Source: an optimization exercise on an open RTL-to-GDS flow (aim: small area, a short achievable clock period and few clock cycles per item). Production flows keep margins and buffers that such runs may drop. RTL that was checked went through simulation tests only; none was proved equivalent to the original.

==> flow/design.v <==
package uvsig_pkg;
    localparam int DIV_W = 9;
    localparam int CNT_W = 8;
    localparam int IDX_W = 16;
endpackage
module uvsig_calc (
    input  logic [15:0] r0,
    input  logic [15:0] r1,
    input  logic [7:0]  col,
    input  logic        a_r1,      
    input  logic        a_oe,      
    input  logic        a_ci,      
    input  logic        b_r0,      
    input  logic        b_r1,      
    input  logic        d_r0,      
    input  logic        d_r1,      
    input  logic        d_oe,      
    input  logic        d_ci,      
    output logic [15:0] first_index,
    output logic [15:0] second_index,
    output logic [15:0] third_index
);
    function automatic logic [15:0] add16_8(input logic [15:0] a, input logic [7:0] b, input logic ci);
        logic [7:0] p, g, gg, pp, gn, pn;
        logic [8:0] c;
        logic [7:0] hi, hinc;
        logic [7:0] run;
        begin
            p = a[7:0] ^ b;
            g = a[7:0] & b;
            gg = g;
            pp = p;
            gg[0] = g[0] | (p[0] & ci);
            pp[0] = 1'b0;
            for (int d = 1; d < 8; d = d * 2)
            begin
                gn = gg;
                pn = pp;
                for (int i = d; i < 8; i++)
                begin
                    gn[i] = gg[i] | (pp[i] & gg[i-d]);
                    pn[i] = pp[i] & pp[i-d];
                end
                gg = gn;
                pp = pn;
            end
            c[0] = ci;
            for (int i = 1; i < 9; i++)
                c[i] = gg[i-1];
            hi = a[15:8];
            run[0] = 1'b1;
            for (int i = 1; i < 8; i++)
                run[i] = run[i-1] & hi[i-1];
            for (int i = 0; i < 8; i++)
                hinc[i] = hi[i] ^ run[i];
            add16_8 = {c[8] ? hinc : hi, p ^ c[7:0]};
        end
    endfunction
    logic [15:0] a_base, b_base, d_base;
    assign a_base = a_r1 ? r1 : r0;
    assign b_base = (r0 & {16{b_r0}}) | (r1 & {16{b_r1}});
    assign d_base = (r0 & {16{d_r0}}) | (r1 & {16{d_r1}});
    assign first_index  = add16_8(a_base, col & {8{a_oe}}, a_ci);
    assign second_index = add16_8(b_base, col, 1'b0);
    assign third_index  = add16_8(d_base, col & {8{d_oe}}, d_ci);
endmodule
module uv_sphere_index_generator (
    input  logic         clk,
    input  logic         rst_n,
    input  logic         cfg_write,
    input  logic         cfg_index,
    input  logic [8:0]   cfg_data,
    input  logic         in_valid,
    output logic         in_ready,
    input  logic         restart,
    output logic         out_valid,
    input  logic         out_ready,
    output logic [15:0]  first_index,
    output logic [15:0]  second_index,
    output logic [15:0]  third_index,
    output logic         last_triangle
);
    logic [7:0] vm3, hm1;
    logic       lo3, hi256;
    logic [7:0] cfg_m1;
    logic [8:0] hval;
    assign lo3    = (cfg_data[8:2] == 7'd0);
    assign hi256  = cfg_data[8] && (cfg_data[7:0] != 8'd0);
    assign cfg_m1 = cfg_data[7:0] - 8'd1;
    assign hval   = {1'b0, hm1} + 9'd1;
    always_ff @(posedge clk or negedge rst_n)
    begin
        if (!rst_n)
        begin
            vm3 <= 8'd0;
            hm1 <= 8'd2;
        end
        else if (cfg_write)
        begin
            if (cfg_index)
                hm1 <= lo3 ? 8'd2 : (hi256 ? 8'd255 : cfg_m1);
            else
                vm3 <= lo3 ? 8'd0 : (hi256 ? 8'd253 : cfg_data[7:0] - 8'd3);
        end
    end
    logic       ov, rq_v, sp, stale, busy;
    logic [3:0] step;
    logic       mb;
    logic        cap, wrp, half, wf;
    logic [7:0]  band, col;
    logic [15:0] r0, r1;
    logic        a_r1, a_oe, a_ci, b_r0, b_r1, d_r0, d_r1, d_oe, d_ci;
    logic [15:0] oa, ob, od;
    logic        ol;
    logic src_v, rs, out_free, emit, wreset;
    assign in_ready = !rq_v;
    assign src_v    = rq_v || in_valid;
    assign rs       = (!rq_v && restart) || sp;
    assign out_free = !ov || out_ready;
    assign wreset   = src_v && rs;
    assign emit     = src_v && !rs && out_free && !stale && !busy;
    logic [8:0] col_inc, band_inc;
    logic       c1ge, cge, band_end, natural, last;
    assign col_inc  = {1'b0, col} + 9'd1;
    assign band_inc = {1'b0, band} + 9'd1;
    assign c1ge     = col_inc >= {1'b0, hm1};
    assign cge      = col >= hm1;
    assign band_end = band >= vm3;
    assign natural  = band == vm3;
    assign last     = wrp && half;
    logic       n_cap, n_wrp, n_half, n_wf;
    logic [7:0] n_band, n_col;
    logic       n_base0, n_step, n_bad;
    logic       fin, done, start_rc;
    assign fin      = busy && step[3];
    assign done     = fin && (step[0] || !cap);
    assign start_rc = stale && !busy && !sp;
    always_comb
    begin
        n_cap   = cap;
        n_wrp   = wrp;
        n_half  = !half;
        n_wf    = wf;
        n_band  = band;
        n_col   = col;
        n_base0 = 1'b0;
        n_step  = 1'b0;
        n_bad   = 1'b0;
        if (!emit && !wreset)
        begin
            n_half = half;
            n_wf   = wrp || cge;
            if (wrp)
                n_col = hm1;
        end
        else if (wreset || last)
        begin
            n_base0 = 1'b1;
            n_cap   = 1'b0;
            n_wrp   = 1'b0;
            n_half  = 1'b0;
            n_wf    = 1'b0;
            n_band  = 8'd0;
            n_col   = 8'd0;
        end
        else if (half)
        begin
            if (!cap)
            begin
                if (wf)
                begin
                    n_col  = 8'd0;
                    n_wf   = 1'b0;
                    n_step = 1'b1;
                    if (band_end)
                    begin
                        n_band = 8'd0;
                        n_cap  = 1'b1;
                        n_bad  = !natural;
                    end
                    else
                    begin
                        n_band = band_inc[7:0];
                    end
                end
                else
                begin
                    n_col = col_inc[7:0];
                    n_wf  = c1ge;
                end
            end
            else
            begin
                if (c1ge)
                begin
                    n_col = hm1;
                    n_wrp = 1'b1;
                    n_wf  = 1'b1;
                end
                else
                begin
                    n_col = col_inc[7:0];
                    n_wf  = 1'b0;
                end
            end
        end
    end
    logic [7:0]  mult;
    logic        horner, add_h;
    logic [15:0] add_a, add_s;
    assign mult   = cap ? vm3 : band;
    assign horner = busy && !step[3];
    assign add_h  = horner ? mb : 1'b1;
    assign add_a  = horner ? {r1[14:0], 1'b0} : r1;
    assign add_s  = add_a + {8'd0, hm1 & {8{add_h}}} + {15'd0, add_h};
    always_ff @(posedge clk or negedge rst_n)
    begin
        if (!rst_n)
        begin
            ov    <= 1'b0;
            rq_v  <= 1'b0;
            sp    <= 1'b1;
            stale <= 1'b0;
            busy  <= 1'b0;
            step  <= 4'd0;
        end
        else
        begin
            if (emit)
                ov <= 1'b1;
            else if (out_ready)
                ov <= 1'b0;
            if (rq_v)
                rq_v <= !emit;
            else
                rq_v <= in_valid && !emit;
            if (wreset)
                sp <= 1'b0;
            if (cfg_write)
            begin
                stale <= 1'b1;
                busy  <= 1'b0;
            end
            else if (wreset)
            begin
                stale <= 1'b0;
                busy  <= 1'b0;
            end
            else if (emit)
            begin
                if (n_bad)
                    stale <= 1'b1;
            end
            else if (start_rc)
            begin
                busy <= 1'b1;
                step <= 4'd0;
            end
            else if (busy)
            begin
                step <= step + 4'd1;
                if (done)
                begin
                    busy  <= 1'b0;
                    stale <= 1'b0;
                end
            end
        end
    end
    logic [15:0] t_a, t_b, t_d;
    uvsig_calc u_calc (
        .r0           (r0),
        .r1           (r1),
        .col          (col),
        .a_r1         (a_r1),
        .a_oe         (a_oe),
        .a_ci         (a_ci),
        .b_r0         (b_r0),
        .b_r1         (b_r1),
        .d_r0         (d_r0),
        .d_r1         (d_r1),
        .d_oe         (d_oe),
        .d_ci         (d_ci),
        .first_index  (t_a),
        .second_index (t_b),
        .third_index  (t_d)
    );
    always_ff @(posedge clk)
    begin
        if (emit)
        begin
            oa <= t_a;
            ob <= t_b;
            od <= t_d;
            ol <= last;
        end
        if (start_rc)
            mb <= mult[7];
        else
            mb <= mult[3'd6 - step[2:0]];
        if (emit || wreset || done)
        begin
            cap  <= n_cap;
            wrp  <= n_wrp;
            half <= n_half;
            band <= n_band;
            col  <= n_col;
            wf   <= n_wf;
            a_r1 <= n_cap && !n_half;
            a_oe <= (!n_cap && !n_half) || (!(n_cap && !n_half) && !n_wf);
            a_ci <= n_half && !n_wf;
            b_r0 <= n_cap && n_half;
            b_r1 <= !n_cap;
            d_r0 <= !n_cap && !n_half;
            d_r1 <= n_half;
            d_oe <= !n_wf && !(n_cap && n_half);
            d_ci <= (n_cap && n_half) || !n_wf;
        end
        if (emit || wreset)
        begin
            if (n_base0)
            begin
                r0 <= 16'd0;
                r1 <= {7'd0, hval};
            end
            else if (n_step)
            begin
                r0 <= r1;
                r1 <= add_s;
            end
        end
        else if (start_rc)
        begin
            r1 <= 16'd0;
        end
        else if (busy)
        begin
            if (step[3])
                r0 <= r1;
            r1 <= add_s;
        end
    end
    assign out_valid     = ov;
    assign first_index   = oa;
    assign second_index  = ob;
    assign third_index   = od;
    assign last_triangle = ol;
endmodule
clock: 5.5 ns
lec_check: 0
abc_area: 1
cap_margin: 20
core_margin: 2
core_utilization: 40
setup_slack_margin: 2.5
slew_margin: 20
standard.sh (not shown) runs the stock make flow with config.mk's settings and CLKGATE_MAP_FILE= SYNTH_SCRIPT=/design/flow/synth_recipe.tcl, a recipe that flattens the netlist after the stock synthesis.
==> flow/flow/run.sh <==
#!/bin/bash
# The standard layout, with the port buffers made of plain buffers
# (sky130_fd_sc_hd__buf_2) rather than the cell buffer_ports picks by itself.
set -euo pipefail
bash standard.sh finish "BUFFER_PORTS_ARGS=-buffer_cell sky130_fd_sc_hd__buf_2" > flow_make.log 2>&1
Next try:
==> flow/run.sh (new file) <==
#!/bin/bash
# synth_recipe.tcl (not shown) runs the flow's synth.tcl, then flattens the netlist and writes it again
# the make line also repeats each setting of config.mk as NAME=value (left out here)
make -C /OpenROAD-flow-scripts/flow DESIGN_CONFIG=/design/flow/config.mk WORK_HOME=/design/flow/orfs CLKGATE_MAP_FILE= SYNTH_SCRIPT=/design/flow/synth_recipe.tcl finish
removed: flow/flow/run.sh
removed: flow/standard.sh
What happened:
- core utilization goes up by 2.1 points
- critical path depth falls by 3
- wire length increases by 2.1%
- setup slack gets worse by 0.040 ns
- register-to-register slack gets better by 0.02 ns
- fmax shrinks by 1.4%
- count of clock-buffer cells in the layout is unchanged
- hold slack degrades by 0.015 ns
No functional check of the RTL was part of any run of this note.

* * *

## the previous run
uv_sphere_index_generator, a different RTL version from the one above (not shown whole).
For scale: roughly 140 flip-flops, about 9200 um^2 of cells after synthesis.
// uv_sphere_index_generator
module uv_sphere_index_generator (
    input  logic         clk,
    input  logic         rst_n,
    input  logic         cfg_write,
    input  logic         cfg_index,
    input  logic [8:0]   cfg_data,
    input  logic         in_valid,
    output logic         in_ready,
    input  logic         restart,
    output logic         out_valid,
    input  logic         out_ready,
    output logic [15:0]  first_index,
    output logic [15:0]  second_index,
    output logic [15:0]  third_index,
    output logic         last_triangle
);
Settings: LEC_CHECK=0, ABC_AREA=1, CAP_MARGIN=20, CORE_MARGIN=2, CORE_UTILIZATION=40, SETUP_SLACK_MARGIN=3.4, SLEW_MARGIN=20; clock period 5.5 ns.
==> flow/flow/run.sh <==
#!/bin/bash
# The standard layout, with two changes: the port buffers are plain buffers
# (sky130_fd_sc_hd__buf_2) rather than the cell buffer_ports picks by itself,
# and synthesis leaves adders to ABC instead of mapping them to full/half
# adder cells first (ADDER_MAP_FILE empty). Registers are unchanged.
set -euo pipefail
bash standard.sh finish "BUFFER_PORTS_ARGS=-buffer_cell sky130_fd_sc_hd__buf_2" "ADDER_MAP_FILE=" > flow_make.log 2>&1
Testbench counts of the previous run, summed over its fixed seeds: cycles 115,328, items 115,072.
Here is what was changed in the inputs of the current run compared with the previous run.
Settings: SETUP_SLACK_MARGIN: 3.4 -> 3.0.
[summary]
The current run ended with every stage complete and zero timing, DRC or antenna violations.
Summary of the current run over the previous run: post-layout utilization of the core moved down, met2 routed wirelength lost 3900 um, worst hold slack now larger.
Critical setup path kind: register to register -> the previous run, input pin to register -> the current run

* * *

uv_sphere_index_generator, a different RTL version from the one above (not shown whole).
For scale: ~140 flip-flops, roughly 67 I/O pins, about 0.0094 mm2 of cells after synthesis.
export LEC_CHECK = 0
export ABC_AREA = 1
export CAP_MARGIN = 20
export CORE_MARGIN = 2
export CORE_UTILIZATION = 40
export SETUP_SLACK_MARGIN = 3.0
export SLEW_MARGIN = 20
create_clock -name core_clock -period 5.5 [get_ports {clk}]
==> flow/flow/run.sh <==
#!/bin/bash
# The standard layout, with the port buffers made of plain buffers
# (sky130_fd_sc_hd__buf_2) rather than the cell buffer_ports picks by itself.
set -euo pipefail
bash standard.sh finish "BUFFER_PORTS_ARGS=-buffer_cell sky130_fd_sc_hd__buf_2" > flow_make.log 2>&1
The baseline produced a clean layout.
==> next run, changes <==
Settings changed: SETUP_SLACK_MARGIN 3.0 to 2.5.
After rerunning: Clock skew drops by 4.2 ps; non-clock buffer count decreases by 37; die area is unchanged; global-route usage decreases by 1.1 points; final cell count came out lower by a few percent; worst setup slack got worse by 280 ps.
No run of this note included a check of the RTL's function; only the layout flow was run.

* * *

Setup of run 1:
uv_sphere_index_generator, a different RTL version from the one above (not shown whole).
==> flow/design.v (excerpt) <==
module uv_sphere_index_generator (
    input  logic         clk,
    input  logic         rst_n,
    input  logic         cfg_write,
    input  logic         cfg_index,
    input  logic [8:0]   cfg_data,
    input  logic         in_valid,
    output logic         in_ready,
    input  logic         restart,
    output logic         out_valid,
    input  logic         out_ready,
    output logic [15:0]  first_index,
    output logic [15:0]  second_index,
    output logic [15:0]  third_index,
    output logic         last_triangle
);
clock: 5.5 ns
lec_check: 0
abc_area: 0
cap_margin: 20
core_margin: 2
core_utilization: 40
cts_buf_list: sky130_fd_sc_hd__clkbuf_8
cts_cluster_size: 30
setup_slack_margin: 3.2
slew_margin: 20
==> flow/flow/run.sh <==
#!/bin/bash
# The standard layout, with two changes: the port buffers are plain buffers
# (sky130_fd_sc_hd__buf_2) rather than the cell buffer_ports picks by itself,
# and synthesis leaves adders to ABC instead of mapping them to full/half
# adder cells first (ADDER_MAP_FILE empty). Registers are unchanged.
set -euo pipefail
bash standard.sh finish "BUFFER_PORTS_ARGS=-buffer_cell sky130_fd_sc_hd__buf_2" "ADDER_MAP_FILE=" > flow_make.log 2>&1
Testbench counts of run 1, summed over its fixed seeds: cycles 115,328, items 115,072.
For run 2, these inputs were changed with respect to run 1:
# run 1
export LEC_CHECK = 0
export ABC_AREA = 0
export CAP_MARGIN = 20
export CORE_MARGIN = 2
export CORE_UTILIZATION = 40
export CTS_BUF_LIST = sky130_fd_sc_hd__clkbuf_8
export CTS_CLUSTER_SIZE = 30
export SETUP_SLACK_MARGIN = 3.2
export SLEW_MARGIN = 20
create_clock -name core_clock -period 5.5 [get_ports {clk}]
# run 2
export LEC_CHECK = 0
export ABC_AREA = 1
export CAP_MARGIN = 20
export CORE_MARGIN = 2
export CORE_UTILIZATION = 40
export CTS_BUF_LIST = sky130_fd_sc_hd__clkbuf_8
export PLACE_DENSITY = 0.85
export SETUP_SLACK_MARGIN = 3.2
export SLEW_MARGIN = 20
create_clock -name core_clock -period 5.5 [get_ports {clk}]
==> comparison <==
- Run 2 completed every stage of the flow, and the final layout passed the timing, design-rule and antenna checks.
- Between run 2 and run 1, it is run 2 whose clock tree cell share of total cell area is higher, by 0.40 points.
- Re final period demand of the worst path: run 2 is 1.35 ns down on run 1.
- Run 2 vs run 1, total number of cells along the worst setup path went down by 11.
- Run 2 vs run 1: minimum setup slack among reg-to-reg paths up
- Looking only at top fanout value on the critical path, and setting everything else aside, the higher value of run 1 and run 2 goes to run 1.
[inputs] run 3 vs run 2
# run 2
export LEC_CHECK = 0
export ABC_AREA = 1
export CAP_MARGIN = 20
export CORE_MARGIN = 2
export CORE_UTILIZATION = 40
export CTS_BUF_LIST = sky130_fd_sc_hd__clkbuf_8
export PLACE_DENSITY = 0.85
export SETUP_SLACK_MARGIN = 3.2
export SLEW_MARGIN = 20
create_clock -name core_clock -period 5.5 [get_ports {clk}]
# run 3
export LEC_CHECK = 0
export ABC_AREA = 1
export CAP_MARGIN = 20
export CORE_MARGIN = 2
export CORE_UTILIZATION = 55
export CTS_BUF_LIST = sky130_fd_sc_hd__clkbuf_8
export PLACE_DENSITY = 0.85
export SETUP_SLACK_MARGIN = 3.2
export SLEW_MARGIN = 20
create_clock -name core_clock -period 5.5 [get_ports {clk}]
### Flow results
- Run 3 ran to completion and came out clean on the timing, design-rule and antenna checks.
- Summary of run 3 over run 2: final wirelength +about 5%, met2 global-route usage +13 points.
- Relative to run 2, the number of fill cells in the layout of run 3 is lower by 34%.
- From run 2 to run 3 the numbers moved as follows: core utilization picked up an extra 17 points; overall via count from detail_route saw an increase; sequential share of cell area saw little to no change.
Input-level comparison between run 4 and run 3:
# run 3
export LEC_CHECK = 0
export ABC_AREA = 1
export CAP_MARGIN = 20
export CORE_MARGIN = 2
export CORE_UTILIZATION = 55
export CTS_BUF_LIST = sky130_fd_sc_hd__clkbuf_8
export PLACE_DENSITY = 0.85
export SETUP_SLACK_MARGIN = 3.2
export SLEW_MARGIN = 20
create_clock -name core_clock -period 5.5 [get_ports {clk}]
# run 4
export LEC_CHECK = 0
export ABC_AREA = 1
export CAP_MARGIN = 20
export CORE_MARGIN = 2
export CORE_UTILIZATION = 40
export CTS_BUF_LIST = sky130_fd_sc_hd__clkbuf_8
export CTS_CLUSTER_DIAMETER = 100
export CTS_CLUSTER_SIZE = 50
export PLACE_DENSITY = 0.85
export SETUP_SLACK_MARGIN = 3.2
export SLEW_MARGIN = 20
create_clock -name core_clock -period 5.5 [get_ports {clk}]
Findings:
Run 4 completed every stage of the flow, and the final layout passed the timing, design-rule and antenna checks. Run 4 gives more cell count than run 3 did. Run 4 reports a lower effective utilization at floorplan than run 3 does. Met1 track utilization from global routing: run 4 vs run 3 down 8.8 points.

==> what the ideal ports hide <==
Ports are ideal in the flow. The routed layouts listed here were re-timed in OpenROAD.
Step 1 (the two cells are an assumption about what drives the block):
set clk [get_ports {clk}]
set_driving_cell -lib_cell sky130_fd_sc_hd__clkbuf_16 $clk
set_driving_cell -lib_cell sky130_fd_sc_hd__buf_2 [delete_from_list [all_inputs] $clk]
Step 2 moves the port delays by t, midway between the first and last clock arrival at a register: inputs arrive t later, outputs are due t later. That takes back most of the time a late clock gives input paths.
a / b / c = no drivers / after step 1 / after step 2; a / b = the first two.
run	shift t [ns]	setup slack, ns	worst setup path after step 2	cell pins on the clock port's net
the first run of note 1	0.464	2.627 / 2.627 / 2.256	input to register	1
the second run of note 1	0.461	2.587 / 2.608 / 2.147	input to register	1
the previous run	0.474	3.125 / 3.125 / 2.761	input to register	1
the current run	0.474	3.041 / 3.063 / 2.592	input to register	1
the first run of note 3	0.474	2.929 / 2.929 / 2.556	input to register	1
the second run of note 3	0.466	2.647 / 2.647 / 2.393	input to register	1
run 1	0.490	1.941 / 1.941 / 1.941	register to register	1
run 2	0.510	3.292 / 3.251 / 2.834	input to register	1
run 3	0.500	3.232 / 3.232 / 2.781	input to register	1
run 4	0.510	3.292 / 3.251 / 2.834	input to register	1
After both steps setup and hold are still met in every run listed.
